From an optimization exercise on the open Yosys and OpenROAD flow, aimed at small area and a short achievable clock period; shortcuts taken in it are not production practice. RTL that was checked went through simulation tests only; none was proved equivalent to the original.

## imu_fp
module imu_fp (
  input  logic        clk,
  input  logic        rst,
  input  logic [31:0] value,
  input  logic [31:0] row,
  output logic [31:0] data
);
export LEC_CHECK = 0
export ABC_AREA = 1
export CAP_MARGIN = 20
export CORE_MARGIN = 2
export CORE_UTILIZATION = 60
export CTS_BUF_LIST = sky130_fd_sc_hd__clkbuf_4 sky130_fd_sc_hd__clkbuf_8
export SETUP_SLACK_MARGIN = 4
export SLEW_MARGIN = 20
export SYNTH_HIERARCHICAL = 1
create_clock -name core_clock -period 13.0 [get_ports {clk}]
standard.sh (not shown) runs the stock make flow with config.mk's settings and CLKGATE_MAP_FILE= SYNTH_SCRIPT=/design/flow/synth_recipe.tcl, a recipe that flattens the netlist after the stock synthesis.
==> flow/flow/run.sh <==
#!/bin/bash
# The standard layout (the standard.sh, unchanged), with the port
# buffers that global placement inserts made plain buffers (buf_2) instead of
# the library's default pick, a delay cell.
set -euo pipefail
export BUFFER_PORTS_ARGS="-buffer_cell sky130_fd_sc_hd__buf_2"
bash standard.sh finish > standard_flow.log 2>&1
==> next run, changes <==
--- a/flow/design.v
+++ b/flow/design.v
@@ -1620,44 +1620,22 @@
   assign ta[45] = c618;
   assign tb[45] = s619;
   assign ta[46] = c620;
   assign tb[46] = s621;
   assign ta[47] = c622;
   assign tb[47] = s623;
   assign hx = ta[47:23] ^ tb[47:23];
   assign hy = ta[46:23] & tb[46:23];
   assign ux = hx[24:1];
   assign uy = hy[23:0];
-  imu_ha u_u0 (.a(ux[0]), .b(uy[0]), .s(upp[0]), .co(ug[0]));
-  imu_ha u_u1 (.a(ux[1]), .b(uy[1]), .s(upp[1]), .co(ug[1]));
-  imu_ha u_u2 (.a(ux[2]), .b(uy[2]), .s(upp[2]), .co(ug[2]));
-  imu_ha u_u3 (.a(ux[3]), .b(uy[3]), .s(upp[3]), .co(ug[3]));
-  imu_ha u_u4 (.a(ux[4]), .b(uy[4]), .s(upp[4]), .co(ug[4]));
-  imu_ha u_u5 (.a(ux[5]), .b(uy[5]), .s(upp[5]), .co(ug[5]));
-  imu_ha u_u6 (.a(ux[6]), .b(uy[6]), .s(upp[6]), .co(ug[6]));
-  imu_ha u_u7 (.a(ux[7]), .b(uy[7]), .s(upp[7]), .co(ug[7]));
-  imu_ha u_u8 (.a(ux[8]), .b(uy[8]), .s(upp[8]), .co(ug[8]));
-  imu_ha u_u9 (.a(ux[9]), .b(uy[9]), .s(upp[9]), .co(ug[9]));
-  imu_ha u_u10 (.a(ux[10]), .b(uy[10]), .s(upp[10]), .co(ug[10]));
-  imu_ha u_u11 (.a(ux[11]), .b(uy[11]), .s(upp[11]), .co(ug[11]));
-  imu_ha u_u12 (.a(ux[12]), .b(uy[12]), .s(upp[12]), .co(ug[12]));
-  imu_ha u_u13 (.a(ux[13]), .b(uy[13]), .s(upp[13]), .co(ug[13]));
-  imu_ha u_u14 (.a(ux[14]), .b(uy[14]), .s(upp[14]), .co(ug[14]));
-  imu_ha u_u15 (.a(ux[15]), .b(uy[15]), .s(upp[15]), .co(ug[15]));
-  imu_ha u_u16 (.a(ux[16]), .b(uy[16]), .s(upp[16]), .co(ug[16]));
-  imu_ha u_u17 (.a(ux[17]), .b(uy[17]), .s(upp[17]), .co(ug[17]));
-  imu_ha u_u18 (.a(ux[18]), .b(uy[18]), .s(upp[18]), .co(ug[18]));
-  imu_ha u_u19 (.a(ux[19]), .b(uy[19]), .s(upp[19]), .co(ug[19]));
-  imu_ha u_u20 (.a(ux[20]), .b(uy[20]), .s(upp[20]), .co(ug[20]));
-  imu_ha u_u21 (.a(ux[21]), .b(uy[21]), .s(upp[21]), .co(ug[21]));
-  imu_ha u_u22 (.a(ux[22]), .b(uy[22]), .s(upp[22]), .co(ug[22]));
-  imu_ha u_u23 (.a(ux[23]), .b(uy[23]), .s(upp[23]), .co(ug[23]));
+  assign ug = ux & uy;
+  assign upp = ux ^ uy;
   assign ug625 = ug[1] | (upp[1] & ug[0]);
   assign up626 = upp[1] & upp[0];
   assign ug627 = ug[3] | (upp[3] & ug[2]);
   assign up628 = upp[3] & upp[2];
   assign ug629 = ug[5] | (upp[5] & ug[4]);
   assign up630 = upp[5] & upp[4];
   assign ug631 = ug[7] | (upp[7] & ug[6]);
   assign up632 = upp[7] & upp[6];
   assign ug633 = ug[9] | (upp[9] & ug[8]);
   assign up634 = upp[9] & upp[8];
Outcome:
- The changed run passed the timing, design-rule and antenna checks
- routed wire length hardly moves
- hold slack improved by 8.9 ps
- synthesized area increases slightly
- via count decreases slightly
- worst setup slack got worse by 52 ps
Function not checked in the second run of this note: the RTL went through the layout flow alone.

afterwards: timing with drivers on the ports:
Ports are ideal in the flow. The routed layouts listed here were re-timed in OpenROAD.
Step 1, drivers: a clkbuf_16 drives clk and a buf_2 each remaining input, both assumed.
Step 2 moves the port delays by t, midway between the first and last clock arrival at a register: inputs arrive t later, outputs are due t later. That takes back most of the time a late clock gives input paths.
Three values: ideal ports, drivers, drivers and shift; two values: the first two.
| run | t, ns | setup slack, ns | hold WS [ns] | worst setup path at the end | slew at the worst register clock pin (ns) |
|---|---|---|---|---|---|
| the first run | 0.324 | 4.270 / 4.225 / 3.901 | 2.486 / 2.478 / 2.802 | input to register | 0.07 / 0.07 |
| the second run | 0.317 | 4.217 / 4.225 / 3.908 | 2.495 / 2.489 / 2.806 | input to register | 0.07 / 0.07 |
After both steps every run listed still meets setup and hold. For the first run, which loses most, drivers alone change the setup slack by -0.045 ns; drivers and shift together by -0.369 ns.
